Source: an optimization exercise on an open RTL-to-GDS flow (aim: small area and a short achievable clock period). Production flows keep margins and buffers that such runs may drop.
In this exercise RTL edits were held to simulation tests only and were not proved equivalent to the original.
Power figures rest on the tool's default switching activity, not on a simulated workload.

==> flow/design.v <==
package fifo_pkg;
  localparam int DEF_AE_THRESH = 1;
  localparam int DEF_AF_MARGIN = 2;
  function automatic integer fill_width(input integer lgflen);
    fill_width = lgflen + 1;
  endfunction
  function automatic integer def_af_thresh(input integer lgflen);
    integer depth;
    depth = 1 << lgflen;
    def_af_thresh = (depth > DEF_AF_MARGIN) ? depth - DEF_AF_MARGIN : depth;
  endfunction
endpackage
module fifo_mem #(
  parameter int W  = 16,
  parameter int AW = 7,
  parameter int LO = 3,
  parameter int NB = 4
) (
  input  logic                  clk,
  input  logic [2**LO-1:0]      wr_lo,
  input  logic [2**(AW-LO)-1:0] wr_hi,
  input  logic [W-1:0]          wr_data,
  input  logic [2**LO-1:0]      rd_lo,
  input  logic [2**(AW-LO)-1:0] rd_hi,
  output logic [NB*W-1:0]       rd_data
);
  localparam int DEPTH = 2 ** AW;
  localparam int NL    = 2 ** LO;
  logic [W-1:0] mem [DEPTH];
  always_ff @(posedge clk) begin
    for (int i = 0; i < DEPTH; i++) begin
      if (wr_lo[i % NL] && wr_hi[i / NL]) begin
        mem[i] <= wr_data;
      end
    end
  end
  logic [DEPTH-1:0] rd_sel;
  always_comb begin
    for (int i = 0; i < DEPTH; i++) begin
      rd_sel[i] = rd_lo[i % NL] && rd_hi[i / NL];
    end
    for (int b = 0; b < NB; b++) begin
      rd_data[b*W +: W] = '0;
      for (int i = b; i < DEPTH; i += NB) begin
        rd_data[b*W +: W] = rd_data[b*W +: W] | (mem[i] & {W{rd_sel[i]}});
      end
    end
  end
endmodule
module stream_fifo #(
  parameter int W         = 16,
  parameter int LGFLEN    = 7,
  parameter int AF_THRESH = fifo_pkg::def_af_thresh(LGFLEN),
  parameter int AE_THRESH = fifo_pkg::DEF_AE_THRESH
) (
  input  logic                          clk,
  input  logic                          rst_n,
  input  logic                          flush,
  input  logic [W-1:0]                  s_data,
  input  logic                          s_valid,
  output logic                          s_ready,
  output logic [W-1:0]                  m_data,
  output logic                          m_valid,
  input  logic                          m_ready,
  output logic [fifo_pkg::fill_width(LGFLEN)-1:0] fill,
  output logic                          almost_full,
  output logic                          almost_empty
);
  localparam int DEPTH = 2 ** LGFLEN;
  localparam int FW    = fifo_pkg::fill_width(LGFLEN);
  localparam int NB    = 4;                 
  if (W < 1) begin : g_bad_w
    $error("stream_fifo: W must be >= 1");
  end
  if (LGFLEN < 3) begin : g_bad_lgflen
    $error("stream_fifo: LGFLEN must be >= 3");
  end
  if (AF_THRESH < 1 || AF_THRESH > DEPTH) begin : g_bad_af
    $error("stream_fifo: AF_THRESH must be within 1..DEPTH");
  end
  if (AE_THRESH < 0 || AE_THRESH > DEPTH - 1) begin : g_bad_ae
    $error("stream_fifo: AE_THRESH must be within 0..DEPTH-1");
  end
  localparam int LO = LGFLEN / 2;
  localparam int NL = 2 ** LO;
  localparam int NH = 2 ** (LGFLEN - LO);
  logic [NL-1:0]     wr_lo;
  logic [NH-1:0]     wr_hi;
  logic [NL-1:0]     rd_lo;     
  logic [NH-1:0]     rd_hi;     
  logic [NB-1:0]     rd_bank;   
  logic [NB-1:0]     wr_bank;   
  logic [NB*W-1:0]   bank_rd;
  logic [W-1:0]      win [NB];
  logic [W-1:0]      win_head;
  logic              do_write, do_read, up, dn;
  logic              one;       
  logic              tail_in_win;
  assign do_write = s_valid && s_ready;
  assign do_read  = m_ready && m_valid;
  assign up       = !flush && do_write && !do_read;
  assign dn       = !flush && do_read && !do_write;
  assign one      = m_valid && (fill <= FW'(1));
  always_comb begin
    for (int b = 0; b < NB; b++) begin
      wr_bank[b] = 1'b0;
      for (int i = b; i < NL; i += NB) wr_bank[b] = wr_bank[b] | wr_lo[i];
    end
  end
  assign tail_in_win = do_read ? (fill >= FW'(2) && fill <= FW'(NB + 1))
                               : (fill >= FW'(1) && fill <= FW'(NB));
  fifo_mem #(
    .W  (W),
    .AW (LGFLEN),
    .LO (LO),
    .NB (NB)
  ) u_mem (
    .clk     (clk),
    .wr_lo   (wr_lo),
    .wr_hi   (wr_hi),
    .wr_data (s_data),
    .rd_lo   (rd_lo),
    .rd_hi   (rd_hi),
    .rd_data (bank_rd)
  );
  always_ff @(posedge clk or negedge rst_n) begin
    if (!rst_n) begin
      wr_lo   <= NL'(1);
      wr_hi   <= NH'(1);
      rd_lo   <= NL'(1) << ((NB + 1) % NL);
      rd_hi   <= NH'(1) << ((NB + 1) / NL);
      rd_bank <= NB'(2);
    end else if (flush) begin
      wr_lo   <= NL'(1);
      wr_hi   <= NH'(1);
      rd_lo   <= NL'(1) << ((NB + 1) % NL);
      rd_hi   <= NH'(1) << ((NB + 1) / NL);
      rd_bank <= NB'(2);
    end else begin
      if (do_write) begin
        wr_lo <= {wr_lo[NL-2:0], wr_lo[NL-1]};
        if (wr_lo[NL-1]) wr_hi <= {wr_hi[NH-2:0], wr_hi[NH-1]};
      end
      if (do_read) begin
        rd_lo   <= {rd_lo[NL-2:0], rd_lo[NL-1]};
        if (rd_lo[NL-1]) rd_hi <= {rd_hi[NH-2:0], rd_hi[NH-1]};
        rd_bank <= {rd_bank[NB-2:0], rd_bank[NB-1]};
      end
    end
  end
  always_ff @(posedge clk) begin
    for (int b = 0; b < NB; b++) begin
      if (tail_in_win && wr_bank[b]) begin
        win[b] <= s_data;
      end else if (do_read && rd_bank[b]) begin
        win[b] <= bank_rd[b*W +: W];
      end
    end
  end
  always_comb begin
    win_head = '0;
    for (int b = 0; b < NB; b++) begin
      win_head = win_head | (win[b] & {W{rd_bank[b]}});
    end
  end
  always_ff @(posedge clk or negedge rst_n) begin
    if (!rst_n) begin
      m_data <= '0;
    end else if (!m_valid || (one && m_ready)) begin
      m_data <= s_data;
    end else if (m_ready) begin
      m_data <= win_head;
    end
  end
  always_ff @(posedge clk or negedge rst_n) begin
    if (!rst_n) begin
      fill         <= '0;
      m_valid      <= 1'b0;
      s_ready      <= 1'b1;
      almost_full  <= 1'b0;
      almost_empty <= 1'b1;
    end else if (flush) begin
      fill         <= '0;
      m_valid      <= 1'b0;
      s_ready      <= 1'b1;
      almost_full  <= 1'b0;
      almost_empty <= 1'b1;
    end else if (up) begin
      fill         <= fill + FW'(1);
      m_valid      <= 1'b1;
      s_ready      <= (fill < FW'(DEPTH - 1));
      almost_full  <= (fill >= FW'(AF_THRESH - 1));
      almost_empty <= (fill < FW'(AE_THRESH));
    end else if (dn) begin
      fill         <= fill - FW'(1);
      m_valid      <= (fill > FW'(1));
      s_ready      <= 1'b1;
      almost_full  <= (fill > FW'(AF_THRESH));
      almost_empty <= (fill <= FW'(AE_THRESH + 1));
    end
  end
endmodule
==> flow/run.sh <==
#!/bin/bash
# synth_recipe.tcl (not shown) runs the flow's synth.tcl, then flattens the netlist and writes it again
# the make line also repeats each setting of config.mk as NAME=value (left out here)
make -C /OpenROAD-flow-scripts/flow DESIGN_CONFIG=/design/flow/config.mk WORK_HOME=/design/flow/orfs CLKGATE_MAP_FILE= SYNTH_SCRIPT=/design/flow/synth_recipe.tcl finish
==> flow/config.mk <==
export PLATFORM = sky130hd
export DESIGN_NAME = stream_fifo
export DESIGN_NICKNAME = stream_fifo
export VERILOG_FILES = /design/flow/design.v
export SDC_FILE = /design/flow/constraint.sdc
export NUM_CORES = 4
export LEC_CHECK = 0
export CAP_MARGIN = 20
export CORE_MARGIN = 2
export CORE_UTILIZATION = 40
export CTS_CLUSTER_DIAMETER = 80
export CTS_CLUSTER_SIZE = 25
export SETUP_SLACK_MARGIN = 2.6
export SLEW_MARGIN = 20
==> flow/constraint.sdc <==
create_clock -name core_clock -period 5.0 [get_ports {clk}]
set_input_delay 1.0000 -clock core_clock [delete_from_list [all_inputs] [get_ports {clk}]]
set_output_delay 1.0000 -clock core_clock [all_outputs]
set_load 0.01 [all_outputs]
==> results by group, run 1 <==
Setup path
  • Data arrival time of the worst path: around 1.5 ns
  • Critical Path Start Type: register
  • Slowest stage delay, CP: between 0.5 and 0.6 ns
  • Crit-path cells: buf_6
  • Worst path slowest cell: dfrtp_2
  • Sum of buffers and inverters on the critical path: 1
  • CP startpoint: m_data[8]
  • Worst setup EP type: output port
  • CP Class: register to output port
  • Top delay family on crit path: flip-flops
  • Reg2Reg Launch Point: rd_hi[11]
  • Critical Path Fanout Max: 2
  • Worst EP required: approximately 4.0 ns

Drt
  • DR iter-0 viols: between 8000 and 9000
  • Via density: approximately 6.4
  • Vias: roughly 47000
  • DRC violations left: 0
  • 1st-pass router iterations: 8
  • Post-DRT Antenna Nets: 0
  • Drt wl/cell: roughly 36 um
  • DRT Wirelength: 262000 um

STA
  • Count of final setup violators: 0
  • Final hold vios: 0
  • Worst Tran Pin Value: about 1.2 ns
  • Final setup margin: 2.50 ns
  • Fin Setup TNS: 0 ns
  • Final period util: between 50% and 60%
  • Count of pins over their slew limit: 0
  • Relative slew slack: approximately a fifth
  • Fin crit period: 2.50 ns
  • RSZ-0062 raised after global routing: yes
  • Clk_skew: approximately 0.048 ns
  • Max Clock Freq: around 0.4 GHz
  • Worst Hold Slack: around 0.22 ns

Power and ir drop
  • Int Power: 24700 uW
  • Net Sw Frac: around a fifth
  • Reg power frac: around two thirds
  • Comb power frac: 3.8%
  • PwrDens: ~350 nW/um^2
  • Maximum vdd drop: approximately 300 uV
  • Psw: between 6000 and 7000 uW
  • Static leakage: ~0.028 uW
  • Clock network power share: 31.2%

Place
  • Routability congestion estimate: 0.888
  • Port Buffers: 48
  • Dpl cells: 7034
  • Dpl ws: between 1 and 1.5 ns
  • Hpwl dp: around 140000 um

Clock tree
  • Skew-Pair Late Insertion Delay: roughly 0.81 ns
  • CTS H-tree lvls: 3
  • CTS buffer count: between 100 and 150
  • Clock-pin slew on the worst setup and hold paths: approximately 0.1 ns
  • CTS tree: built
  • Hold-fix buffers, CTS: 0
  • Clock Tree Buf Depth: 3
  • Clock Sinks: 2192
  • CTS Root Cell: clkbuf_16

Global routing
  • Largest net degree at the start of global routing: slightly above 100
  • Number of global-route vias before repair: around 44000
  • Antenna violations before repair: 11
  • GR Util All Layers: about 25%
  • Gr ovfl total: 0
  • First-pass GRT wire length: around 360000 um

Floorplanning
  • Row count: ~160
  • Die ar.: between 200000 and 250000 um^2
  • Die span in x: 451 um
  • Boundary Pins: between 40 and 50
  • Starting Density: 40.1%
  • Die H: between 400 and 500 um
  • Core footprint: 199000 um^2

Synth
  • Post-synth top cells: edfxtp_1, a22oi_1, a22o_1
  • Post-synth EDFFs: 2112
  • Yosys reg bits: between 2000 and 2500
  • Main flop type after synthesis: edfxtp_1
  • Synth area leaders: edfxtp_1, a22oi_1, a22o_1, a221oi_1, dfrtp_1
  • Yosys top cell by area: edfxtp_1
  • Synth Warn #: 4
  • Average cell area after synthesis: 18.2 um^2
  • Mapped Cells: around 4400
  • Count of different cell masters after synthesis: 51
  • Ys async rst share: 3.65%
  • Syn Std Cell Area: between 80000 and 90000 um^2
  • Top-count cell post-synth: edfxtp_1
  • Share of the synthesized area in the top cell type: roughly four fifths
  • Mapped Nets: around 4400
  • Seq/Total Area, Yosys: 81.7%

Layout
  • Share of cells above drive strength 1: roughly 15%
  • Non-filler instance count after layout: approximately 7300
  • Layout area overhead: 12.6%
  • Nets: roughly 4700

Worst hold path
  • Hold Crit Class: input port to async pin

Job
  • Max-Cap Viols: 0

Run status
  • Status: finished clean
-- layout make-up --
| cell class | instances | area, um^2 |
|---|---|---|
| Antenna cell | 2 | 5.00 |
| Clock buffer | 133 | 2730 |
| Clock inverter | 27 | 312 |
| Fill cell | 17000 | 109000 |
| Inverter | 5 | 18.8 |
| Multi-Input combinational cell | 1921 | 14100 |
| Sequential cell | 2192 | 65500 |
| Tap cell | 2656 | 3320 |
| Timing Repair Buffer | 407 | 4160 |
-- worst paths after layout --
kind,end,cells after the start,slack (ns)
hold / removal,almost_full,1,0.22
max in group asynchronous,rd_hi[1],1,4.13
hold reg to reg,rd_lo[7],2,0.56
setup / recovery,m_data[8],1,2.50
min in group core_clock,rd_lo[7],2,0.56
setup reg to reg,win[3][9],7,2.52
-- kinds of logic (layout without fill, tap and decap cells) --
group	Yosys count	count (layout)	synth area share, %
other	0	2	0
DFF	2192	2192	81.7
buffers and inverters	296	572	1.53
AOI/OAI and AO/OA	1337	1339	13.0
muxes	1	1	0.0141
and+or+nand+nor	569	572	3.68
xor gates and xnor gates	6	6	0.0656
adders and majority gates	3	3	0.0469
-- placed cells by master (no fill, tap or decap), drive strengths merged, types with 57 or more instances in the layout --
| cell | count |
|---|---|
| a221oi | 254 |
| a22o | 288 |
| a22oi | 540 |
| a31oi | 57 |
| and2 | 130 |
| buf | 396 |
| clkbuf | 141 |
| dfrtp | 73 |
| edfxtp | 2112 |
| nand2 | 95 |
| nand3 | 165 |
| nand4 | 75 |
| nor2 | 84 |
| o21ai | 103 |
-- stage by stage --
stage                     total power (uW)  area (um^2)  util [%]
after detailed placement             21800        84700      42.5
after CTS                            31300        89200      44.7
after floorplan                      21100        80100         -
after global routing                 32100        90100      45.2
final                                31400        90100      45.2
after global placement               21700        84600      42.4
-- sequential cells by signal, summed over array words and instances, names as in the netlist --
register      count
rd_bank           4
m_valid           1
almost_empty      1
wr_lo             8
almost_full       1
rd_hi            16
s_ready           1
win              64
m_data           16
fill              8
rd_lo             8
u_mem.mem      2048
wr_hi            16
-- metal layers --
layer,up-vias,share of wire [%],global-route usage (%)
met5,-,0.025,0
met4,10,3.5,8.12
met3,384,11,4.51
met2,3035,46,38.5
met1,25000,39,35.3
li1,18800,-,-
-- power groups by stage --
stage	logic (uW)	registers (uW)	clock network, uW
2_1_floorplan	410	20700	0
3_3_place_gp	915	20800	0
3_5_place_dp	945	20800	0
4_1_cts	1070	20400	9830
5_1_grt	1250	20400	10400
6_report	1190	20400	9790
-- repair_timing --
action,in CTS,in global routing
resized for setup,251,109
pin swaps,20,25
buffers inserted,111,16
cloned,5,11
endpoints found under the setup margin,174,164
==> inputs of run 2 (changes only) <==
--- a/flow/design.v
+++ b/flow/design.v
@@ -97,4 +97,5 @@
   logic              one;       
   logic              tail_in_win;
+  logic              tw0, tw1;    
   assign do_write = s_valid && s_ready;
   assign do_read  = m_ready && m_valid;
@@ -108,6 +109,5 @@
     end
   end
-  assign tail_in_win = do_read ? (fill >= FW'(2) && fill <= FW'(NB + 1))
-                               : (fill >= FW'(1) && fill <= FW'(NB));
+  assign tail_in_win = do_read ? tw1 : tw0;
   fifo_mem #(
     .W  (W),
@@ -180,4 +180,6 @@
       almost_full  <= 1'b0;
       almost_empty <= 1'b1;
+      tw0          <= 1'b0;
+      tw1          <= 1'b0;
     end else if (flush) begin
       fill         <= '0;
@@ -186,4 +188,6 @@
       almost_full  <= 1'b0;
       almost_empty <= 1'b1;
+      tw0          <= 1'b0;
+      tw1          <= 1'b0;
     end else if (up) begin
       fill         <= fill + FW'(1);
@@ -192,4 +196,6 @@
       almost_full  <= (fill >= FW'(AF_THRESH - 1));
       almost_empty <= (fill < FW'(AE_THRESH));
+      tw0          <= (fill <= FW'(NB - 1));
+      tw1          <= (fill >= FW'(1) && fill <= FW'(NB));
     end else if (dn) begin
       fill         <= fill - FW'(1);
@@ -198,4 +204,6 @@
       almost_full  <= (fill > FW'(AF_THRESH));
       almost_empty <= (fill <= FW'(AE_THRESH + 1));
+      tw0          <= (fill >= FW'(2) && fill <= FW'(NB + 1));
+      tw1          <= (fill >= FW'(3) && fill <= FW'(NB + 2));
     end
   end
==> results by group, run 2 <==
STA
  • Worst Tran Pin Value: around 1.2 ns
  • Fin crit period: between 2 and 3 ns
  • Count of pins over their slew limit: 0
  • Relative slew slack: between 20% and 30%
  • Worst Hold Slack: about 0.24 ns
  • Final hold vios: 0
  • Final period util: 50.6%
  • Clk_skew: roughly 0.043 ns
  • Count of final setup violators: 0
  • Fin Setup TNS: 0 ns
  • RSZ-0062 raised after global routing: yes
  • Final setup margin: between 2 and 2.5 ns
  • Max Clock Freq: 0.395 GHz

Floorplanning
  • Die ar.: 204000 um^2
  • Die span in x: approximately 450 um
  • Row count: 164
  • Core footprint: ~200000 um^2
  • Die H: 452 um
  • Boundary Pins: between 40 and 50
  • Starting Density: 40.2%

Drt
  • 1st-pass router iterations: 8
  • DRT Wirelength: between 200000 and 300000 um
  • DRC violations left: 0
  • Via density: between 6 and 7
  • Post-DRT Antenna Nets: 0
  • Vias: between 40000 and 50000
  • Drt wl/cell: ~35 um
  • DR iter-0 viols: around 8000

Clock tree
  • Skew-Pair Late Insertion Delay: between 0.7 and 0.8 ns
  • CTS H-tree lvls: 3
  • Clock Tree Buf Depth: 3
  • CTS Root Cell: clkbuf_16
  • Clock-pin slew on the worst setup and hold paths: 0.10 ns
  • CTS buffer count: between 100 and 150
  • Hold-fix buffers, CTS: 0
  • CTS tree: built
  • Clock Sinks: 2194

Synth
  • Synth Warn #: 4
  • Mapped Nets: between 4000 and 5000
  • Mapped Cells: 4454
  • Post-synth EDFFs: between 2000 and 2500
  • Main flop type after synthesis: edfxtp_1
  • Yosys reg bits: 2194
  • Share of the synthesized area in the top cell type: about four fifths
  • Seq/Total Area, Yosys: 81.7%
  • Syn Std Cell Area: about 80000 um^2
  • Count of different cell masters after synthesis: 51
  • Yosys top cell by area: edfxtp_1
  • Average cell area after synthesis: between 15 and 20 um^2
  • Ys async rst share: between 3 and 4%
  • Synth area leaders: edfxtp_1, a22oi_1, a22o_1, dfrtp_1, a221oi_1
  • Top-count cell post-synth: edfxtp_1
  • Post-synth top cells: edfxtp_1, a22oi_1, a22o_1

Setup path
  • Reg2Reg Launch Point: rd_hi[11]
  • Data arrival time of the worst path: about 1.5 ns
  • Critical Path Start Type: register
  • CP Class: register to output port
  • CP startpoint: s_ready
  • Worst path slowest cell: dfstp_2
  • Worst EP required: ~4 ns
  • Crit-path cells: buf_6
  • Slowest stage delay, CP: a little over 0.6 ns
  • Critical Path Fanout Max: 2
  • Top delay family on crit path: flip-flops
  • Worst setup EP type: output port
  • Sum of buffers and inverters on the critical path: 1

Place
  • Port Buffers: between 40 and 50
  • Dpl ws: approximately 1.3 ns
  • Routability congestion estimate: 0.884
  • Dpl cells: approximately 7100
  • Hpwl dp: ~130000 um
  • Placed cell area: 84600 um^2

Global routing
  • Antenna violations before repair: 7
  • First-pass GRT wire length: between 300000 and 400000 um
  • Gr ovfl total: 0
  • GR Util All Layers: ~25%
  • Largest net degree at the start of global routing: 134
  • Number of global-route vias before repair: ~44000

Layout
  • Largest Register: u_mem.mem
  • Most common cell after layout, fill and taps aside: edfxtp_1
  • Nets: roughly 4600
  • Design Area, Final: approximately 90000 um^2
  • Largest regs: u_mem.mem x2048, win x64
  • Non-filler instance count after layout: 7330
  • Filler cell count: 17000
  • Layout area overhead: 11.8%
  • Max reg flops: roughly 2000
  • Commonest cells after routing, fill and taps aside: edfxtp_1, a22oi_1, a22o_1, buf_4, a221oi_1
  • Share of cells above drive strength 1: 13.4%

Power and ir drop
  • Maximum vdd drop: approximately 350 uV
  • PwrDens: between 300 and 400 nW/um^2
  • Static leakage: 0.0276 uW

Worst hold path
  • Hold Crit Class: input port to async pin

Run status
  • Status: finished clean

Job
  • Max-Cap Viols: 0
==> run 2: changes by cell type in the layout (fill, tap and decap cells not counted), sizes merged, moves of 8 or more <==
cell	previous run	this run
a22o	288	241
clkbuf	141	129
inv	13	26
a22oi	540	621
a221o	0	8
buf	396	339
a222oi	11	22
o2bb2ai	16	1
nand3	165	180
a221oi	254	202
a21oi	52	60
o21ai	103	117
==> run 2: logic make-up (layout without fill, tap and decap cells) <==
group / after synthesis / after routing / share of synthesized area [%]
AND/OR/NAND/NOR: 588 / 588 / 3.74
AO/OA/AOI/OAI: 1351 / 1351 / 12.8
buffers and inverters: 308 / 526 / 1.54
XOR/XNOR: 6 / 6 / 0.0656
other: 0 / 2 / 0
adder cells (fa/ha/maj): 4 / 4 / 0.0624
multiplexers: 3 / 3 / 0.0390
flip-flops: 2194 / 2194 / 81.7
==> run 2: final cells by class <==
| class | count | area, um^2 | area share (%) |
|---|---|---|---|
| inverters | 12 | 45.0 | 0.0503 |
| diodes | 2 | 5.00 | 0.00558 |
| flip-flops and latches | 2194 | 65600 | 73.2 |
| clock buffers | 126 | 2750 | 3.07 |
| clock inverters | 43 | 522 | 0.582 |
| well taps | 2656 | 3320 | 3.71 |
| multi-input cells | 1952 | 13800 | 15.4 |
| repair buffers | 345 | 3640 | 4.06 |
==> run 2: routing by layer <==
layer | global-route usage [%] | up-vias | routed length (um)
li1 | - | 18800 | -
met1 | 34.9 | 24800 | 101000
met2 | 38.6 | 3151 | 120000
met3 | 4.11 | 450 | 27900
met4 | 9.02 | 2 | 10600
met5 | 0 | - | 13
==> run 2: power by group <==
group          switching (uW)  internal (uW)  total [uW]  leakage, uW
Clock                    5830           4340       10200      0.00158
Combinational             591            215         806      0.00603
Sequential                135          20200       20300       0.0200
==> run 2: per-stage QoR <==
step	total power, uW	util (%)
6_report	31300	44.9
5_1_grt	32000	44.9
4_1_cts	31300	44.7
3_5_place_dp	21500	42.4
3_3_place_gp	21500	42.4
2_1_floorplan	20900	-
==> run 2: path summary, 6_finish.rpt <==
path | end | slack [ns] | cells after the start
worst max-delay path | s_ready | 2.47 | 1
worst min-delay path | rd_hi[13] | 0.24 | 1
worst max register to register | win[0][7] | 2.55 | 7
worst min register to register | rd_lo[7] | 0.54 | 2
max in group asynchronous | m_valid | 3.74 | 2
min in group core_clock | rd_lo[7] | 0.54 | 2
==> run 2: repair_timing <==
| item | in CTS | in global routing |
|---|---|---|
| pin swaps | 5 | 12 |
| cloned | 1 | 1 |
| setup endpoints to repair | 209 | 67 |
| gates resized for setup | 242 | 70 |
| setup buffers | 87 | 8 |
==> inputs of run 3 (changes only) <==
--- a/flow/config.mk
+++ b/flow/config.mk
@@ -11,4 +11,4 @@
 export CTS_CLUSTER_DIAMETER = 80
 export CTS_CLUSTER_SIZE = 25
-export SETUP_SLACK_MARGIN = 2.6
+export SETUP_SLACK_MARGIN = 2.8
 export SLEW_MARGIN = 20
==> results by group, run 3 <==
Setup path
  • Reg2Reg Launch Point: rd_hi[8]
  • Worst EP required: about 4.0 ns
  • CP startpoint: m_data[12]
  • Top delay family on crit path: flip-flops
  • CP Class: register to output port
  • Worst setup EP type: output port
  • Critical Path Start Type: register
  • Worst path slowest cell: dfrtp_2
  • R2R cell count: 8
  • End of the worst register-to-register path: win[0][8]
  • Critical Path Stages: 1
  • Sum of buffers and inverters on the critical path: 1
  • Critical Path Fanout Max: 2
  • Crit-path cells: buf_6
  • Flop2flop setup slack: approximately 2.6 ns
  • Data arrival time of the worst path: 1.43 ns
  • Slowest stage delay, CP: roughly 0.50 ns

Drt
  • DR iter-0 viols: 8450
  • Vias: 49100
  • Post-DRT Antenna Nets: 0
  • Via density: approximately 6.6
  • DRC violations left: 0
  • Drt wl/cell: approximately 38 um
  • DRT Wirelength: 286000 um
  • 1st-pass router iterations: 8

Global routing
  • Largest net degree at the start of global routing: 89
  • Number of global-route vias before repair: around 45000
  • GR Util All Layers: between 20% and 30%
  • Gr ovfl total: 0
  • First-pass GRT wire length: 382000 um
  • Antenna violations before repair: 18

Layout
  • Multi-input logic area: 15100 um^2
  • Most common cell after layout, fill and taps aside: edfxtp_1
  • Register area: roughly 66000 um^2
  • Max reg flops: approximately 2000
  • Commonest cells after routing, fill and taps aside: edfxtp_1, a22oi_1, buf_4, a22o_1, nand3_1
  • Layout area overhead: 16.6%
  • Largest Register: u_mem.mem
  • Design Area, Final: between 90000 and 100000 um^2
  • Share of cells above drive strength 1: 20.3%
  • Filler cell count: ~17000
  • Largest regs: u_mem.mem x2048, win x64
  • Nets: about 4800

Clock tree
  • CTS tree: built
  • CTS H-tree lvls: 3
  • Clock Tree Buf Depth: 3
  • Clock-pin slew on the worst setup and hold paths: 0.10 ns
  • Skew-Pair Late Insertion Delay: approximately 0.79 ns
  • CTS Root Cell: clkbuf_16
  • Hold-fix buffers, CTS: 0
  • Clock Sinks: approximately 2200
  • CTS buffer count: 103

Power and ir drop
  • Maximum vdd drop: 323 uV
  • Static leakage: slightly below 0.03 uW
  • Comb power frac: approximately 2.8%
  • PwrDens: 331 nW/um^2
  • Reg power frac: between 60% and 70%
  • Net Sw Frac: around a fifth
  • Psw: around 6500 uW
  • Clock network power share: around a third
  • Int Power: ~24000 uW

Synth
  • Ys async rst share: under 10%
  • Synth Warn #: 4
  • Yosys reg bits: 2194
  • Syn Std Cell Area: between 80000 and 90000 um^2
  • Post-synth EDFFs: between 2000 and 2500
  • Average cell area after synthesis: ~18 um^2
  • Seq/Total Area, Yosys: about four fifths
  • Synth area leaders: edfxtp_1, a22oi_1, a22o_1, dfrtp_1, a221oi_1
  • Main flop type after synthesis: edfxtp_1
  • Post-synth top cells: edfxtp_1, a22oi_1, a22o_1
  • Mapped Nets: between 4000 and 5000
  • Top-count cell post-synth: edfxtp_1
  • Mapped Cells: about 4500
  • Yosys top cell by area: edfxtp_1
  • Share of the synthesized area in the top cell type: about four fifths
  • Count of different cell masters after synthesis: 51

STA
  • Fin Setup TNS: 0 ns
  • Final setup margin: 2.57 ns
  • Worst Tran Pin Value: 1.16 ns
  • Count of final setup violators: 0
  • RSZ-0062 raised after global routing: yes
  • Clk_skew: between 0.06 and 0.07 ns
  • Count of pins over their slew limit: 0
  • Fin crit period: about 2.4 ns
  • Final period util: 48.6%
  • Final hold vios: 0
  • Max Clock Freq: around 0.41 GHz
  • Relative slew slack: about 22%

Place
  • Routability congestion estimate: about 0.90
  • Placed cell area: between 80000 and 90000 um^2
  • Hpwl dp: about 140000 um
  • Dpl ws: roughly 1.6 ns
  • Port Buffers: 48

Floorplanning
  • Die span in x: between 400 and 500 um
  • Die ar.: 204000 um^2
  • Starting Density: 40.2%
  • Row count: ~160
  • Die H: between 400 and 500 um
  • Boundary Pins: 49
  • Core footprint: approximately 200000 um^2

Worst hold path
  • Hold Crit Class: input port to async pin

Run status
  • Status: finished clean

Job
  • Max-Cap Viols: 0
-- run 3: cell counts after synthesis --
Identical to the previous run, type by type.
-- run 3: cell families (layout without fill, tap and decap cells) --
group / after synthesis / after routing / share of synthesized area (%)
AO/OA/AOI/OAI: 1351 / 1352 / 12.8
other: 0 / 13 / 0
buffers and inverters: 308 / 654 / 1.54
AND/OR/NAND/NOR: 588 / 589 / 3.74
multiplexers: 3 / 3 / 0.0390
flip-flops: 2194 / 2194 / 81.7
adder cells (fa/ha/maj): 4 / 4 / 0.0624
XOR/XNOR: 6 / 6 / 0.0656
-- run 3: per-stage QoR --
step	hold WS, ns	instances	util, %	power (uW)
floorplan	0.496	4454	-	20900
global placement	0.508	7050	42.4	21500
detailed placement	0.519	7054	42.5	21500
CTS	0.273	7415	46.1	30900
global route	0.318	7461	46.8	31600
finish	0.288	7471	46.9	31000
-- run 3: final cells by class --
class	count	share of cell area, %
multi-input cells	1954	16.1
flip-flops and latches	2194	70.2
clock inverters	29	0.331
diodes	13	0.0348
well taps	2656	3.56
inverters	12	0.0482
clock buffers	132	2.90
repair buffers	481	6.83
-- run 3: power by group through the flow --
stage | Clock [uW] | Combinational (uW) | Sequential (uW)
5_1_grt | 10300 | 916 | 20300
6_report | 9760 | 876 | 20300
4_1_cts | 9770 | 834 | 20300
3_3_place_gp | 0 | 744 | 20700
2_1_floorplan | 0 | 256 | 20700
3_5_place_dp | 0 | 767 | 20700
-- run 3: how the worst max path moves through the flow --
| stage | end |
|---|---|
| finish | m_data[12] |
| global route | s_ready |
| CTS | s_ready |
| detailed placement | win[2][10] |
| global placement | win[2][10] |
| floorplan | win[3][0] |
-- run 3: routing by layer --
| layer | track usage (%) | part of all wire [%] |
|---|---|---|
| met1 | 37.1 | 37 |
| met2 | 40.6 | 45 |
| met3 | 6.97 | 13 |
| met4 | 11.6 | 4.6 |
| met5 | 0 | 0.046 |
-- run 3: timing repair --
action,in CTS,in global routing
pin swaps,90,182
setup endpoints to repair,732,202
gates cloned,36,8
buffers inserted,164,34
resized for setup,517,222
==> inputs of run 4 (changes only) <==
--- a/flow/design.v
+++ b/flow/design.v
@@ -98,4 +98,7 @@
   logic              tail_in_win;
   logic              tw0, tw1;    
+  logic              full, n_ae;
+  assign s_ready      = !full;
+  assign almost_empty = !n_ae;
   assign do_write = s_valid && s_ready;
   assign do_read  = m_ready && m_valid;
@@ -177,7 +180,7 @@
       fill         <= '0;
       m_valid      <= 1'b0;
-      s_ready      <= 1'b1;
+      full         <= 1'b0;
       almost_full  <= 1'b0;
-      almost_empty <= 1'b1;
+      n_ae         <= 1'b0;
       tw0          <= 1'b0;
       tw1          <= 1'b0;
@@ -185,7 +188,7 @@
       fill         <= '0;
       m_valid      <= 1'b0;
-      s_ready      <= 1'b1;
+      full         <= 1'b0;
       almost_full  <= 1'b0;
-      almost_empty <= 1'b1;
+      n_ae         <= 1'b0;
       tw0          <= 1'b0;
       tw1          <= 1'b0;
@@ -193,7 +196,7 @@
       fill         <= fill + FW'(1);
       m_valid      <= 1'b1;
-      s_ready      <= (fill < FW'(DEPTH - 1));
+      full         <= (fill >= FW'(DEPTH - 1));
       almost_full  <= (fill >= FW'(AF_THRESH - 1));
-      almost_empty <= (fill < FW'(AE_THRESH));
+      n_ae         <= (fill >= FW'(AE_THRESH));
       tw0          <= (fill <= FW'(NB - 1));
       tw1          <= (fill >= FW'(1) && fill <= FW'(NB));
@@ -201,7 +204,7 @@
       fill         <= fill - FW'(1);
       m_valid      <= (fill > FW'(1));
-      s_ready      <= 1'b1;
+      full         <= 1'b0;
       almost_full  <= (fill > FW'(AF_THRESH));
-      almost_empty <= (fill <= FW'(AE_THRESH + 1));
+      n_ae         <= (fill > FW'(AE_THRESH + 1));
       tw0          <= (fill >= FW'(2) && fill <= FW'(NB + 1));
       tw1          <= (fill >= FW'(3) && fill <= FW'(NB + 2));
--- a/flow/config.mk
+++ b/flow/config.mk
@@ -11,4 +11,4 @@
 export CTS_CLUSTER_DIAMETER = 80
 export CTS_CLUSTER_SIZE = 25
-export SETUP_SLACK_MARGIN = 2.8
+export SETUP_SLACK_MARGIN = 2.6
 export SLEW_MARGIN = 20
==> results by group, run 4 <==
Place
  • Port Buffers: 48
  • Routability congestion estimate: between 0.8 and 0.9
  • Dpl cells: 7092
  • Hpwl dp: roughly 140000 um
  • Placed cell area: 84800 um^2

Clock tree
  • Clock-pin slew on the worst setup and hold paths: approximately 0.11 ns
  • CTS buffer count: just over 100
  • Clock Tree Buf Depth: 3
  • CTS H-tree lvls: 3
  • CTS Root Cell: clkbuf_16
  • Skew-Pair Late Insertion Delay: 0.80 ns
  • CTS tree: built
  • Clock Sinks: ~2200

Floorplanning
  • Boundary Pins: 49
  • Die span in x: 452 um
  • Core footprint: ~200000 um^2
  • Die H: about 450 um
  • Row count: around 160
  • Die ar.: ~200000 um^2
  • Starting Density: between 40% and 50%

Layout
  • Multi-input logic area: approximately 14000 um^2
  • Most common cell after layout, fill and taps aside: edfxtp_1
  • Filler cell count: 17000
  • Non-filler instance count after layout: roughly 7400
  • Layout area overhead: 12.4%
  • Commonest cells after routing, fill and taps aside: edfxtp_1, a22oi_1, buf_4, a22o_1, a221oi_1
  • Max reg flops: a little over 2000
  • Largest Register: u_mem.mem
  • Nets: around 4700
  • Design Area, Final: about 90000 um^2
  • Share of cells above drive strength 1: 14.8%
  • Register area: around 66000 um^2
  • Largest regs: u_mem.mem x2048, win x64

STA
  • Final period util: 49.2%
  • Worst Hold Slack: between 0.1 and 0.15 ns
  • Fin Setup TNS: 0 ns
  • Worst Tran Pin Value: 1.17 ns
  • Relative slew slack: between 20 and 25%
  • Fin crit period: 2.46 ns
  • RSZ-0062 raised after global routing: yes
  • Max Clock Freq: just over 0.4 GHz
  • Count of pins over their slew limit: 0
  • Final hold vios: 0
  • Count of final setup violators: 0
  • Clk_skew: about 0.050 ns

Power and ir drop
  • Maximum vdd drop: between 200 and 300 uV
  • Static leakage: about 0.028 uW
  • Int Power: 24500 uW
  • Reg power frac: roughly two thirds
  • Psw: 6440 uW
  • Comb power frac: approximately 2.7%
  • PwrDens: 343 nW/um^2
  • Clock network power share: 31.5%
  • Net Sw Frac: a little over a fifth

Synth
  • Post-synth EDFFs: ~2100
  • Share of the synthesized area in the top cell type: between 70 and 80%
  • Yosys reg bits: ~2200
  • Mapped Cells: 4465
  • Main flop type after synthesis: edfxtp_1
  • Top-count cell post-synth: edfxtp_1
  • Mapped Nets: 4490
  • Seq/Total Area, Yosys: around four fifths
  • Ys async rst share: 3.74%
  • Syn Std Cell Area: approximately 80000 um^2
  • Average cell area after synthesis: 18.0 um^2
  • Synth Warn #: 4
  • Synth area leaders: edfxtp_1, a22oi_1, a22o_1, dfrtp_1, a221oi_1
  • Count of different cell masters after synthesis: between 50 and 60
  • Post-synth top cells: edfxtp_1, a22oi_1, a22o_1
  • Yosys top cell by area: edfxtp_1

Run status
  • Status: finished clean

Global routing
  • GRT met3 Usage: under 10%
  • Grt peak-use layer: met2
  • GR Util All Layers: ~25%
  • Largest net degree at the start of global routing: around 100
  • First-pass GRT wire length: ~360000 um
  • Number of global-route vias before repair: around 44000
  • Antenna violations before repair: 18
  • Grt met2 use: 38.5%
  • Met1 Track Usage GR: about a third
  • Gr ovfl total: 0

Drt
  • Post-DRT Antenna Nets: 0
  • Drt wl/cell: approximately 35 um
  • 1st-pass router iterations: 8
  • DRT Wirelength: around 260000 um
  • DR iter-0 viols: approximately 7500
  • Vias: 47500
  • DRC violations left: 0
  • Via density: roughly 6.4

Setup path
  • Data arrival time of the worst path: between 2 and 3 ns
  • Critical Path Fanout Max: 15
  • Worst EP required: about 5.5 ns
  • Worst setup EP type: register
  • Critical Path Start Type: register
  • CP Class: register to register

Job
  • Max-Cap Viols: 0

Worst hold path
  • Hold Crit Class: input port to async pin
run 4: worst paths after layout:
| check | end | from | slack (ns) | cells past startpoint |
|---|---|---|---|---|
| setup / recovery | win[0][2] | rd_hi[7] | 2.54 | 7 |
| hold / removal | almost_full | rst_n | 0.15 | 1 |
| setup reg to reg | win[0][2] | rd_hi[7] | 2.54 | 7 |
| hold reg to reg | tw0 | tw0 | 0.58 | 2 |
| max in group asynchronous | m_data[0] | rst_n | 3.72 | 2 |
| min in group core_clock | tw0 | tw0 | 0.58 | 2 |
run 4: metal layers:
metal,part of all wire [%],vias to the layer above
met5,0.035,-
met2,46,2958
met3,11,416
li1,-,18900
met1,39,25200
met4,3.7,12
run 4: per-stage QoR:
step                power, uW  util (%)  setup WS (ns)
finish                  30900      45.2           2.54
global route            31600      45.2           2.48
CTS                     30900      44.8           2.47
detailed placement      21500      42.5           1.45
global placement        21500      42.5           1.45
floorplan               20900         -           2.52
run 4: cells by family (layout without fill, tap and decap cells):
group                      count (synthesis)  in the layout  share of synthesized area, %
DFF                                     2194           2194                          81.7
AOI/OAI and AO/OA                       1335           1335                          12.7
and+or+nand+nor                          606            606                          3.90
buffers and inverters                    319            581                          1.56
xor gates and xnor gates                   5              5                        0.0546
adders and majority gates                  4              4                        0.0624
muxes                                      2              2                        0.0265
other                                      0              3                             0
run 4: cell type report:
type                            count  share of cell area (%)
Sequential cell                  2194                    72.8
Inverter                           19                  0.0791
Multi-Input combinational cell   1952                    15.5
Tap cell                         2656                    3.69
Timing Repair Buffer              399                    4.57
Clock inverter                     31                   0.380
Clock buffer                      132                    3.02
Antenna cell                        3                 0.00833
run 4: critical path, cell delays in order (launching register included):
cell and delay, ns:
dfrtp_4 0.62, buf_4 0.23, clkbuf_16 0.24, a22oi_1 0.19
and3_1 0.18, nand4_1 0.15, a221oi_2 0.43, a31oi_1 0.13
run 4: repair_timing:
action	in CTS	in global routing
endpoints found under the setup margin	163	105
hold buffers	0	0
setup buffers	93	25
cloned	3	5
gates resized for setup	270	92
pin swaps	6	35
run 4: power by group through the flow:
stage	Sequential [uW]	Clock (uW)	Combinational [uW]
final	20300	9730	842
after global routing	20300	10400	894
after CTS	20300	9780	812
after detailed placement	20800	0	767
after global placement	20800	0	747
after floorplan	20700	0	268
==> inputs of run 5 (changes only) <==
--- a/flow/design.v
+++ b/flow/design.v
@@ -167,8 +167,6 @@
     end
   end
-  always_ff @(posedge clk or negedge rst_n) begin
-    if (!rst_n) begin
-      m_data <= '0;
-    end else if (!m_valid || (one && m_ready)) begin
+  always_ff @(posedge clk) begin
+    if (!m_valid || (one && m_ready)) begin
       m_data <= s_data;
     end else if (m_ready) begin
==> results by group, run 5 <==
Run status
  • Status: finished clean

Global routing
  • Grt met2 use: 38.3%
  • Antenna violations before repair: 19
  • First-pass GRT wire length: ~360000 um
  • Number of global-route vias before repair: approximately 44000
  • Largest net degree at the start of global routing: 102
  • GR Util All Layers: 25.4%
  • GRT met3 Usage: between 5 and 6%
  • Gr ovfl total: 0
  • Grt peak-use layer: met2
  • Met1 Track Usage GR: between 30% and 40%

Setup path
  • End of the worst register-to-register path: win[2][14]
  • Reg2Reg Launch Point: rd_hi[5]
  • Critical Path Start Type: register
  • Crit-path cells: buf_2
  • Slowest stage delay, CP: around 0.54 ns
  • Worst path slowest cell: edfxtp_1
  • Worst setup EP type: output port
  • Flop2flop setup slack: between 2 and 3 ns
  • Data arrival time of the worst path: around 1.5 ns
  • Sum of buffers and inverters on the critical path: 1
  • Critical Path Fanout Max: 1
  • R2R cell count: 7
  • Worst EP required: ~4.0 ns
  • Top delay family on crit path: flip-flops
  • CP Class: register to output port

Job
  • Max-Cap Viols: 0

Drt
  • Vias: ~48000
  • DRT Wirelength: about 270000 um
  • Via density: ~6.5
  • DR iter-0 viols: between 9000 and 10000
  • Post-DRT Antenna Nets: 0
  • Drt wl/cell: about 37 um
  • 1st-pass router iterations: 6
  • DRC violations left: 0

Floorplanning
  • Die ar.: 204000 um^2
  • Core footprint: ~200000 um^2
  • Row count: roughly 160
  • Die span in x: approximately 450 um
  • Starting Density: around 40%
  • Die H: around 450 um
  • Boundary Pins: 49

STA
  • Fin crit period: about 2.5 ns
  • Max Clock Freq: 0.400 GHz
  • RSZ-0062 raised after global routing: yes
  • Worst Tran Pin Value: between 1 and 1.5 ns
  • Count of pins over their slew limit: 0
  • Relative slew slack: just over 20%
  • Final period util: about half
  • Fin Setup TNS: 0 ns
  • Count of final setup violators: 0
  • Clk_skew: slightly below 0.04 ns
  • Final hold vios: 0

Place
  • Port Buffers: 48
  • Placed cell area: 84700 um^2
  • Hpwl dp: between 100000 and 150000 um
  • Routability congestion estimate: about 0.9

Worst hold path
  • Hold Crit Class: input port to async pin

Synth
  • Share of the synthesized area in the top cell type: 79.7%
  • Post-synth EDFFs: between 2000 and 2500
  • Mapped Cells: around 4400
  • Synth area leaders: edfxtp_1, a22oi_1, a22o_1, a221oi_1, dfrtp_1
  • Synth Warn #: 4
  • Post-synth top cells: edfxtp_1, a22oi_1, a22o_1
  • Mapped Nets: 4462
  • Ys async rst share: around 3%
  • Average cell area after synthesis: about 18 um^2
  • Yosys reg bits: between 2000 and 2500
  • Yosys top cell by area: edfxtp_1
  • Syn Std Cell Area: approximately 80000 um^2
  • Main flop type after synthesis: edfxtp_1
  • Top-count cell post-synth: edfxtp_1
  • Count of different cell masters after synthesis: 56
  • Seq/Total Area, Yosys: 81.8%

Layout
  • Share of cells above drive strength 1: approximately 16%
  • Layout area overhead: 14.1%
  • Largest Register: u_mem.mem
  • Largest regs: u_mem.mem x2048, win x64
  • Design Area, Final: between 90000 and 100000 um^2
  • Commonest cells after routing, fill and taps aside: edfxtp_1, a22oi_1, buf_4, a22o_1, a221oi_1
  • Most common cell after layout, fill and taps aside: edfxtp_1
  • Nets: approximately 4700
  • Max reg flops: roughly 2000

Clock tree
  • Clock Tree Buf Depth: 3
  • Skew-Pair Late Insertion Delay: a little under 0.8 ns
  • CTS tree: built
  • Clock-pin slew on the worst setup and hold paths: around 0.10 ns
  • CTS H-tree lvls: 3
  • CTS Root Cell: clkbuf_16
  • CTS buffer count: roughly 100
  • Hold-fix buffers, CTS: 0
  • Clock Sinks: 2194

Power and ir drop
  • Maximum vdd drop: around 280 uV
  • PwrDens: roughly 340 nW/um^2
  • Static leakage: 0.0285 uW
run 5: where the power goes:
part	total, uW	leakage, uW	switching [uW]	internal, uW
clock network	10100	0.00157	5740	4380
registers	20300	0.0201	100	20200
logic	842	0.00686	636	207
run 5: area by class of cell:
| class | count | area [um^2] |
|---|---|---|
| Multi-Input combinational cell | 1949 | 14300 |
| Fill cell | 16800 | 108000 |
| Timing Repair Buffer | 436 | 4970 |
| Clock buffer | 135 | 2870 |
| Tap cell | 2656 | 3320 |
| Clock inverter | 26 | 355 |
| Inverter | 6 | 22.5 |
| Antenna cell | 10 | 25.0 |
| Sequential cell | 2194 | 65600 |
run 5: worst max path at each step:
stage | endpoint | cells past startpoint | slack (ns) | start
global route | win[2][14] | 7 | 2.48 | rd_hi[5]
floorplan | win[2][0] | 5 | 2.62 | m_ready
CTS | m_data[0] | 1 | 2.47 | m_data[0]
finish | m_data[0] | 1 | 2.50 | m_data[0]
global placement | win[0][1] | 6 | 1.33 | m_ready
detailed placement | win[3][6] | 6 | 1.29 | m_ready
run 5: cells by family after synthesis:
group | synth area share [%]
AO/OA/AOI/OAI | 12.6
XOR/XNOR | 0.0437
adder cells (fa/ha/maj) | 0.0624
buffers and inverters | 1.54
flip-flops | 81.8
multiplexers | 0.0390
AND/OR/NAND/NOR | 3.91
run 5: per-layer routing:
| layer | up-vias | wire length, um | share of wire [%] |
|---|---|---|---|
| li1 | 19000 | - | - |
| met1 | 25200 | 105000 | 38 |
| met2 | 3622 | 122000 | 45 |
| met3 | 472 | 35600 | 13 |
| met4 | 8 | 10200 | 3.7 |
| met5 | - | 52 | 0.019 |
run 5: metrics by stage:
step | setup slack [ns] | instances | power [uW] | util, % | hold slack, ns
detailed placement | 1.29 | 7066 | 21500 | 42.5 | 0.530
finish | 2.50 | 7412 | 31300 | 45.9 | 0.332
floorplan | 2.62 | 4437 | 21000 | - | 0.498
global route | 2.48 | 7403 | 31900 | 45.9 | 0.404
global placement | 1.33 | 7066 | 21500 | 42.4 | 0.531
CTS | 2.47 | 7354 | 31300 | 45.2 | 0.326
run 5: what timing repair did:
action                                 CTS  global route
pin swaps                               38            66
gates cloned                            21            11
endpoints found under the hold margin    0             0
setup buffers                          106            34
resized for setup                      266           159
setup endpoints to repair              189           141
==> inputs of run 6 (changes only) <==
--- a/flow/design.v
+++ b/flow/design.v
@@ -21,6 +21,5 @@
   input  logic [2**(AW-LO)-1:0] wr_hi,
   input  logic [W-1:0]          wr_data,
-  input  logic [2**LO-1:0]      rd_lo,
-  input  logic [2**(AW-LO)-1:0] rd_hi,
+  input  logic [2**AW/NB-1:0]   rd_row,
   output logic [NB*W-1:0]       rd_data
 );
@@ -35,13 +34,9 @@
     end
   end
-  logic [DEPTH-1:0] rd_sel;
   always_comb begin
-    for (int i = 0; i < DEPTH; i++) begin
-      rd_sel[i] = rd_lo[i % NL] && rd_hi[i / NL];
-    end
     for (int b = 0; b < NB; b++) begin
       rd_data[b*W +: W] = '0;
       for (int i = b; i < DEPTH; i += NB) begin
-        rd_data[b*W +: W] = rd_data[b*W +: W] | (mem[i] & {W{rd_sel[i]}});
+        rd_data[b*W +: W] = rd_data[b*W +: W] | (mem[i] & {W{rd_row[i / NB]}});
       end
     end
@@ -87,6 +82,6 @@
   logic [NL-1:0]     wr_lo;
   logic [NH-1:0]     wr_hi;
-  logic [NL-1:0]     rd_lo;     
-  logic [NH-1:0]     rd_hi;     
+  localparam int NR = DEPTH / NB;            
+  logic [NR-1:0]     rd_row;    
   logic [NB-1:0]     rd_bank;   
   logic [NB-1:0]     wr_bank;   
@@ -123,6 +118,5 @@
     .wr_hi   (wr_hi),
     .wr_data (s_data),
-    .rd_lo   (rd_lo),
-    .rd_hi   (rd_hi),
+    .rd_row  (rd_row),
     .rd_data (bank_rd)
   );
@@ -131,12 +125,10 @@
       wr_lo   <= NL'(1);
       wr_hi   <= NH'(1);
-      rd_lo   <= NL'(1) << ((NB + 1) % NL);
-      rd_hi   <= NH'(1) << ((NB + 1) / NL);
+      rd_row  <= NR'(1) << ((NB + 1) / NB);
       rd_bank <= NB'(2);
     end else if (flush) begin
       wr_lo   <= NL'(1);
       wr_hi   <= NH'(1);
-      rd_lo   <= NL'(1) << ((NB + 1) % NL);
-      rd_hi   <= NH'(1) << ((NB + 1) / NL);
+      rd_row  <= NR'(1) << ((NB + 1) / NB);
       rd_bank <= NB'(2);
     end else begin
@@ -146,6 +138,5 @@
       end
       if (do_read) begin
-        rd_lo   <= {rd_lo[NL-2:0], rd_lo[NL-1]};
-        if (rd_lo[NL-1]) rd_hi <= {rd_hi[NH-2:0], rd_hi[NH-1]};
+        if (rd_bank[NB-1]) rd_row <= {rd_row[NR-2:0], rd_row[NR-1]};
         rd_bank <= {rd_bank[NB-2:0], rd_bank[NB-1]};
       end
==> results by group, run 6 <==
Synth
  • Share of the synthesized area in the top cell type: approximately four fifths
  • Average cell area after synthesis: 18.1 um^2
  • Seq/Total Area, Yosys: between 80 and 90%
  • Mapped Cells: between 4000 and 5000
  • Yosys top cell by area: edfxtp_1
  • Ys async rst share: ~3.4%
  • Syn Std Cell Area: about 80000 um^2
  • Mapped Nets: between 4000 and 5000
  • Synth area leaders: edfxtp_1, a22oi_1, dfrtp_1, nand4_1, and2_1
  • Top-count cell post-synth: edfxtp_1
  • Main flop type after synthesis: edfxtp_1
  • Post-synth top cells: edfxtp_1, a22oi_1, nand4_1
  • Synth Warn #: 4
  • Yosys reg bits: around 2200
  • Count of different cell masters after synthesis: between 40 and 50
  • Post-synth EDFFs: 2128

Floorplanning
  • Die H: roughly 450 um
  • Core footprint: about 200000 um^2
  • Starting Density: 40.3%
  • Die ar.: roughly 200000 um^2
  • Row count: between 150 and 200
  • Die span in x: ~450 um
  • Boundary Pins: approximately 50

Power and ir drop
  • Static leakage: approximately 0.027 uW
  • Maximum vdd drop: 289 uV
  • Pwr Total: 30500 uW
  • PwrDens: around 340 nW/um^2

Global routing
  • Met1 Track Usage GR: a little under two fifths
  • Gr ovfl total: 0
  • Antenna violations before repair: 20
  • Grt peak-use layer: met2
  • GRT met3 Usage: between 7 and 8%
  • Number of global-route vias before repair: between 40000 and 50000
  • GR Util All Layers: between 20% and 30%
  • Largest net degree at the start of global routing: roughly 100
  • Grt met2 use: a little over two fifths
  • First-pass GRT wire length: approximately 390000 um

Setup path
  • Flop2flop setup slack: roughly 2.6 ns
  • Reg2Reg Launch Point: wr_lo[7]
  • Top delay family on crit path: flip-flops
  • Critical Path Fanout Max: 1
  • Worst path slowest cell: edfxtp_1
  • CP Class: register to output port
  • Worst EP required: around 4.0 ns
  • Worst setup EP type: output port
  • End of the worst register-to-register path: u_mem.mem[55][15]
  • Crit-path cells: buf_2
  • R2R cell count: 2
  • Sum of buffers and inverters on the critical path: 1
  • Data arrival time of the worst path: approximately 1.5 ns
  • Critical Path Start Type: register
  • Slowest stage delay, CP: ~0.57 ns

STA
  • Final hold vios: 0
  • Clk_skew: between 0.03 and 0.04 ns
  • Count of pins over their slew limit: 0
  • Worst Tran Pin Value: approximately 1.2 ns
  • Fin Setup TNS: 0 ns
  • Final period util: around half
  • Fin crit period: ~2.5 ns
  • Relative slew slack: between 20% and 30%
  • RSZ-0062 raised after global routing: yes
  • Count of final setup violators: 0
  • Max Clock Freq: about 0.4 GHz
  • Worst Hold Slack: between 0.1 and 0.15 ns

Clock tree
  • CTS buffer count: just under 100
  • Clock Tree Buf Depth: 3
  • Clock-pin slew on the worst setup and hold paths: 0.10 ns
  • Hold-fix buffers, CTS: 0
  • CTS Root Cell: clkbuf_16
  • CTS H-tree lvls: 3
  • Skew-Pair Late Insertion Delay: approximately 0.76 ns
  • Clock Sinks: approximately 2200
  • CTS tree: built

Place
  • Dpl cells: between 6000 and 7000
  • Port Buffers: 48
  • Routability congestion estimate: roughly 0.85
  • Hpwl dp: 139000 um

Job
  • Max-Cap Viols: 0

Drt
  • Post-DRT Antenna Nets: 0
  • Via density: 6.72
  • Drt wl/cell: ~40 um
  • Vias: roughly 49000
  • 1st-pass router iterations: 8
  • DR iter-0 viols: a little under 10000
  • DRC violations left: 0
  • DRT Wirelength: 292000 um

Layout
  • Largest Register: u_mem.mem
  • Multi-input logic area: ~14000 um^2
  • Filler cell count: between 15000 and 20000
  • Max reg flops: 2048
  • Most common cell after layout, fill and taps aside: edfxtp_1
  • Commonest cells after routing, fill and taps aside: edfxtp_1, a22oi_1, nand4_1, buf_4, a21oi_1
  • Register area: 65900 um^2
  • Share of cells above drive strength 1: between 10% and 20%
  • Layout area overhead: 12.1%
  • Nets: about 4600
  • Largest regs: u_mem.mem x2048, win x64, rd_row x32
  • Non-filler instance count after layout: a little over 7000

Run status
  • Status: finished clean

Worst hold path
  • Hold Crit Class: input port to async pin
==> run 6: changes by cell type in the layout (fill, tap and decap cells not counted), moves of 29 or more <==
| cell | before | now |
|---|---|---|
| a31oi_1 | 58 | 1 |
| a22oi_1 | 555 | 1058 |
| a221oi_1 | 171 | 0 |
| a21oi_1 | 44 | 125 |
| o21ai_1 | 48 | 1 |
| nand3_1 | 162 | 2 |
| nand4_1 | 80 | 258 |
| a22o_1 | 240 | 15 |
| o21ai_0 | 34 | 5 |
| a221oi_2 | 43 | 0 |
| buf_4 | 274 | 236 |
==> run 6: cells by family (layout without fill, tap and decap cells) <==
logic type,count (synthesis),count (layout),synth area share [%]
xor+xnor,7,7,0.0770
simple gates,656,656,4.58
other cells,0,8,0
compound gates,1238,1243,11.3
flops,2202,2202,82.6
fa+ha+maj,4,4,0.0629
buf+inv,283,514,1.36
mux,2,2,0.0424
==> run 6: per-stage QoR <==
stage	instance area [um^2]	util, %	setup slack, ns
after floorplan	79700	-	2.65
after global placement	84200	42.6	1.37
after detailed placement	84200	42.6	1.30
after CTS	88900	45.0	2.45
after global routing	89300	45.2	2.49
final	89300	45.2	2.46
==> run 6: area by class of cell <==
class,instances,area share (%)
tap,2640,3.70
timing repair buffer,361,4.19
antenna,8,0.0224
clock buffer,139,3.04
sequential,2202,73.8
multi-input combinational,1912,15.1
inverter,5,0.0210
clock inverter,9,0.109
==> run 6: power breakdown <==
| group | leakage (uW) | total [uW] | switching (uW) | internal [uW] |
|---|---|---|---|---|
| clock | 0.00136 | 9440 | 5570 | 3870 |
| combinational | 0.00555 | 651 | 519 | 132 |
| sequential | 0.0201 | 20400 | 80.2 | 20300 |
| total | 0.0270 | 30500 | 6170 | 24300 |
==> run 6: repair_timing <==
action                     CTS  global route
pin swaps                   12            11
resized for setup          201            19
setup buffers              109            14
setup endpoints to repair  172           141
gates cloned                 5             2
==> run 6: layer usage <==
layer / wire length, um / vias up
met5: 129 / -
met4: 14100 / 22
met3: 41900 / 695
met2: 131000 / 4035
met1: 105000 / 25600
li1: - / 18600
==> run 6: worst max-delay path by stage <==
stage                      endpoint  slack (ns)  startpoint  cells after the start
after floorplan           win[3][0]        2.65     m_ready                      5
after global placement    win[1][0]        1.37     m_ready                      5
after detailed placement  win[0][6]        1.30     m_ready                      5
after CTS                 m_data[4]        2.45   m_data[4]                      1
after global routing      m_data[4]        2.49   m_data[4]                      1
final                     m_data[3]        2.46   m_data[3]                      1
==> inputs of run 7 (changes only) <==
--- a/flow/config.mk
+++ b/flow/config.mk
@@ -8,5 +8,5 @@
 export CAP_MARGIN = 20
 export CORE_MARGIN = 2
-export CORE_UTILIZATION = 40
+export CORE_UTILIZATION = 50
 export CTS_CLUSTER_DIAMETER = 80
 export CTS_CLUSTER_SIZE = 25
==> results by group, run 7 <==
Setup path
  • Worst setup EP type: output port
  • Critical Path Start Type: register
  • Sum of buffers and inverters on the critical path: 1
  • Worst path slowest cell: edfxtp_1
  • Data arrival time of the worst path: ~1.5 ns
  • Critical Path Fanout Max: 1
  • Top delay family on crit path: flip-flops
  • Crit-path cells: buf_2
  • Slowest stage delay, CP: 0.53 ns
  • Worst EP required: roughly 4.0 ns
  • CP Class: register to output port

STA
  • Fin crit period: approximately 2.5 ns
  • Count of pins over their slew limit: 0
  • Final period util: between 40% and 50%
  • Final hold vios: 0
  • Count of final setup violators: 0
  • Max Clock Freq: between 0.4 and 0.5 GHz
  • Clk_skew: 0.0376 ns
  • Fin Setup TNS: 0 ns
  • Relative slew slack: around 24%
  • Worst Tran Pin Value: roughly 1.1 ns
  • RSZ-0062 raised after global routing: yes

Power and ir drop
  • PwrDens: 346 nW/um^2
  • Maximum vdd drop: between 200 and 250 uV
  • Static leakage: between 0.02 and 0.03 uW
  • Pwr Total: between 30000 and 40000 uW

Drt
  • DRC violations left: 0
  • Vias: 49200
  • Post-DRT Antenna Nets: 0
  • Via density: between 7 and 8
  • DR iter-0 viols: roughly 10000
  • Drt wl/cell: between 40 and 50 um
  • DRT Wirelength: just under 300000 um
  • 1st-pass router iterations: 8

Floorplanning
  • Starting Density: between 50% and 60%
  • Core footprint: 158000 um^2
  • Die H: 403 um
  • Boundary Pins: about 50
  • Row count: between 100 and 150
  • Die ar.: around 160000 um^2
  • Die span in x: approximately 400 um

Global routing
  • Antenna violations before repair: 19
  • First-pass GRT wire length: approximately 390000 um
  • Largest net degree at the start of global routing: roughly 100
  • GR Util All Layers: around 36%
  • Number of global-route vias before repair: 44700
  • Gr ovfl total: 0

Synth
  • Adder-cell share of the synthesized area: 0.0629%
  • Synth Warn #: 4
  • Seq/Total Area, Yosys: 82.6%
  • Ys async rst share: under 10%
  • Post-synth top cells: edfxtp_1, a22oi_1, nand4_1
  • Top-count cell post-synth: edfxtp_1
  • Count of different cell masters after synthesis: 43
  • Syn Std Cell Area: 79600 um^2
  • Largest family of logic cells by synthesized area: compound AO/OA/AOI/OAI gates
  • Mapped Nets: between 4000 and 5000
  • Post-Synth Simple-Gate Area: under 10%
  • Main flop type after synthesis: edfxtp_1
  • Xor/xnor share of the synthesized area: less than 1%
  • Yosys reg bits: 2202
  • Yosys top cell by area: edfxtp_1
  • Mux contribution to synthesized area: less than 1%
  • Compound-cell area share of the yosys netlist: 11.3%
  • Share of the synthesized area in the top cell type: between 80% and 90%
  • Post-synth EDFFs: about 2100
  • Synth area leaders: edfxtp_1, a22oi_1, dfrtp_1, nand4_1, and2_1
  • Mapped Cells: 4392
  • Average cell area after synthesis: 18.1 um^2

Clock tree
  • Clock Sinks: around 2200
  • CTS Root Cell: clkbuf_16
  • Clock Tree Buf Depth: 3
  • CTS H-tree lvls: 3
  • Hold-fix buffers, CTS: 0
  • Clock-pin slew on the worst setup and hold paths: around 0.1 ns
  • CTS buffer count: about 100
  • CTS tree: built
  • Skew-Pair Late Insertion Delay: between 0.7 and 0.8 ns

Layout
  • Filler cell count: approximately 12000
  • Largest Register: u_mem.mem
  • Most common cell after layout, fill and taps aside: edfxtp_1
  • Max reg flops: a little over 2000
  • Share of cells above drive strength 1: between 10 and 15%
  • Commonest cells after routing, fill and taps aside: edfxtp_1, a22oi_1, nand4_1, buf_4, a21oi_1
  • Layout area overhead: 11.5%
  • Nets: approximately 4600
  • Largest regs: u_mem.mem x2048, win x64, rd_row x32
  • Non-filler instance count after layout: slightly below 7000

Worst hold path
  • Hold Crit Class: input port to async pin

Job
  • Max-Cap Viols: 0

Place
  • Routability congestion estimate: ~0.85
  • Dpl cells: roughly 6400
  • Port Buffers: 48
  • Hpwl dp: 138000 um

Run status
  • Status: finished clean
==> run 7: stage by stage <==
step | area, um^2 | setup slack, ns | hold WS [ns] | util (%)
floorplan | 79700 | 2.65 | 0.493 | -
global placement | 83400 | 1.51 | 0.564 | 52.7
detailed placement | 83400 | 1.50 | 0.553 | 52.7
CTS | 88300 | 2.47 | 0.415 | 55.8
global route | 88700 | 2.52 | 0.138 | 56.1
finish | 88700 | 2.53 | 0.132 | 56.1
==> run 7: cell type report <==
class                           count  area [um^2]  area share (%)
Antenna cell                        8         20.0          0.0226
Timing Repair Buffer              369         3780            4.25
Tap cell                         2072         2590            2.92
Clock buffer                      133         2750            3.10
Clock inverter                     20          239           0.269
Inverter                            5         18.8          0.0211
Sequential cell                  2202        65900            74.2
Multi-Input combinational cell   1912        13500            15.2
==> run 7: worst paths after layout <==
check,from,endpoint,slack [ns],cells after the start
max,m_data[10],m_data[10],2.53,1
min,rst_n,fill[5],0.13,1
max reg2reg,rd_row[18],win[0][3],2.60,5
min reg2reg,full,full,0.59,2
max in group asynchronous,rst_n,wr_hi[0],4.22,2
min in group core_clock,full,full,0.59,2
==> run 7: per-layer routing <==
metal | share of wire, % | wire [um] | vias up | track usage [%]
li1 | - | - | 18600 | -
met1 | 36 | 106000 | 25500 | 50.5
met2 | 44 | 130000 | 4350 | 52.8
met3 | 15 | 44800 | 672 | 9.81
met4 | 4.7 | 13800 | 26 | 14.4
met5 | 0.089 | 261 | - | 0.238
==> run 7: repair_timing <==
item / in CTS / in global routing
gates cloned: 1 / 4
pin swaps: 9 / 11
gates resized for setup: 198 / 41
buffers inserted: 124 / 12
endpoints found under the setup margin: 189 / 146
==> run 7: cells by family (layout without fill, tap and decap cells) <==
group	Yosys count	after routing
DFF	2202	2202
AOI/OAI and AO/OA	1238	1243
and+or+nand+nor	656	656
buffers and inverters	283	527
xor gates and xnor gates	7	7
adders and majority gates	4	4
muxes	2	2
other	0	8
==> run 7: power breakdown <==
part,internal [uW],switching [uW],leakage [uW]
sequential,20300,64.9,0.0201
combinational,136,527,0.00557
clock,4050,5690,0.00145
total,24500,6280,0.0271
==> inputs of run 8 (changes only) <==
--- a/flow/config.mk
+++ b/flow/config.mk
@@ -11,4 +11,4 @@
 export CTS_CLUSTER_DIAMETER = 80
 export CTS_CLUSTER_SIZE = 25
-export SETUP_SLACK_MARGIN = 2.6
+export SETUP_SLACK_MARGIN = 2.5
 export SLEW_MARGIN = 20
==> results by group, run 8 <==
Place
  • Routability congestion estimate: ~0.86
  • Port Buffers: 48
  • Hpwl dp: between 100000 and 150000 um

Clock tree
  • Clock-pin slew on the worst setup and hold paths: about 0.11 ns
  • CTS buffer count: 100
  • CTS tree: built
  • CTS Root Cell: clkbuf_16
  • CTS H-tree lvls: 3
  • Clock Sinks: approximately 2200

Global routing
  • GR Util All Layers: 35.6%
  • Number of global-route vias before repair: around 45000
  • Gr ovfl total: 0
  • First-pass GRT wire length: between 300000 and 400000 um
  • Largest net degree at the start of global routing: between 100 and 150
  • Antenna violations before repair: 18

Synth
  • Mapped Nets: roughly 4400
  • Synth area leaders: edfxtp_1, a22oi_1, dfrtp_1, nand4_1, and2_1
  • Mapped Cells: 4392
  • Count of different cell masters after synthesis: 43
  • Syn Std Cell Area: roughly 80000 um^2
  • Synth Warn #: 4
  • Ys async rst share: approximately 3.4%
  • Seq/Total Area, Yosys: about 83%
  • Top-count cell post-synth: edfxtp_1
  • Post-synth top cells: edfxtp_1, a22oi_1, nand4_1
  • Post-synth EDFFs: about 2100
  • Average cell area after synthesis: 18.1 um^2
  • Yosys top cell by area: edfxtp_1

STA
  • Clk_skew: 0.0314 ns
  • Count of pins over their slew limit: 0
  • Relative slew slack: between 20 and 25%
  • RSZ-0062 raised after global routing: yes
  • Max Clock Freq: 0.396 GHz
  • Final hold vios: 0
  • Fin Setup TNS: 0 ns
  • Final period util: 50.5%
  • Worst Tran Pin Value: between 1 and 1.5 ns
  • Count of final setup violators: 0

Drt
  • DR iter-0 viols: between 10000 and 15000
  • Vias: between 40000 and 50000
  • Post-DRT Antenna Nets: 0
  • DRC violations left: 0
  • DRT Wirelength: 293000 um
  • Via density: between 7 and 8

Floorplanning
  • Row count: between 100 and 150
  • Die span in x: slightly above 400 um
  • Die ar.: roughly 160000 um^2
  • Boundary Pins: about 50
  • Core footprint: around 160000 um^2
  • Die H: between 400 and 500 um

Power and ir drop
  • Clock network power share: 31.3%
  • PwrDens: around 350 nW/um^2
  • Static leakage: ~0.027 uW
  • Net Sw Frac: between 20% and 30%
  • Reg power frac: ~67%
  • Comb power frac: 2.1%

Run status
  • Status: finished clean

Layout
  • Largest regs: u_mem.mem x2048, win x64, rd_row x32
  • Max reg flops: between 2000 and 2500
  • Largest Register: u_mem.mem
  • Share of cells above drive strength 1: roughly 13%
  • Most common cell after layout, fill and taps aside: edfxtp_1
  • Commonest cells after routing, fill and taps aside: edfxtp_1, a22oi_1, nand4_1, buf_4, a21oi_1
  • Layout area overhead: 11.2%
  • Nets: approximately 4600

Setup path
  • Data arrival time of the worst path: 3.03 ns
  • CP Class: register to register
  • Worst setup EP type: register
  • Critical Path Start Type: register
  • Worst EP required: ~5.5 ns

Worst hold path
  • Hold Crit Class: input port to async pin
## run 8: kinds of logic after synthesis
group           after synthesis  synth area share, %
simple gates                656                 4.58
mux                           2               0.0424
fa+ha+maj                     4               0.0629
flops                      2202                 82.6
compound gates             1238                 11.3
buf+inv                     283                 1.36
xor+xnor                      7               0.0770
## run 8: metrics by stage
stage / std cells / instance area, um^2 / setup slack (ns) / hold slack, ns / util [%]
finish: 6713 / 88500 / 2.48 / 0.163 / 56.0
global route: 6700 / 88500 / 2.46 / 0.182 / 55.9
CTS: 6680 / 88200 / 2.40 / 0.419 / 55.8
detailed placement: 6426 / 83500 / 1.10 / 0.551 / 52.8
global placement: 6426 / 83500 / 1.20 / 0.549 / 52.8
floorplan: 4392 / 79600 / 2.58 / 0.493 / -
## run 8: power groups by stage
| stage | clock (uW) | sequential (uW) | combinational [uW] |
|---|---|---|---|
| floorplan | 0 | 20700 | 169 |
| global placement | 0 | 20800 | 577 |
| detailed placement | 0 | 20800 | 595 |
| CTS | 9540 | 20300 | 617 |
| global route | 10100 | 20400 | 681 |
| finish | 9580 | 20400 | 651 |
## run 8: area by class of cell
cell class	instances	area (um^2)
diodes	13	32.5
clock buffers	136	2700
clock inverters	13	175
fillers	12000	69700
inverters	5	18.8
multi-input cells	1912	13400
flip-flops and latches	2202	65900
well taps	2072	2590
repair buffers	360	3700
## run 8: layer usage
| layer | vias up | share of wire (%) | track usage, % |
|---|---|---|---|
| met4 | 20 | 4.5 | 14.3 |
| met5 | - | 0.045 | 0 |
| met2 | 4295 | 45 | 53.3 |
| met1 | 25600 | 36 | 50.4 |
| met3 | 693 | 15 | 8.95 |
| li1 | 18600 | - | - |
## run 8: final timing paths
path | from | end | slack (ns) | cells past startpoint
max reg2reg | rd_row[9] | win[2][0] | 2.48 | 5
min | rst_n | rd_row[4] | 0.16 | 1
max | rd_row[9] | win[2][0] | 2.48 | 5
max in group asynchronous | rst_n | wr_lo[0] | 4.17 | 2
min reg2reg | full | full | 0.56 | 2
min in group core_clock | full | full | 0.56 | 2
## run 8: repair_timing
action,4_1_cts,5_1_grt
pin swaps,9,7
hold buffers,0,0
buffers inserted,100,19
gates cloned,5,0
endpoints found under the setup margin,187,159
gates resized for setup,143,12
## run 8: worst max-delay path, stage by stage, from the launching register on
cell and delay, ns:
dfrtp_4 0.62, buf_8 0.25, a22oi_1 0.27, nand4_1 0.19, nor4_4 0.70, a21oi_1 0.15

Setup slack of run 8, layout unchanged: 2.475 ns with ideal ports, 2.428 ns with driving cells assumed (clock clkbuf_16, inputs buf_2), 1.775 ns with port delays also shifted by the 0.843 ns mid clock arrival.
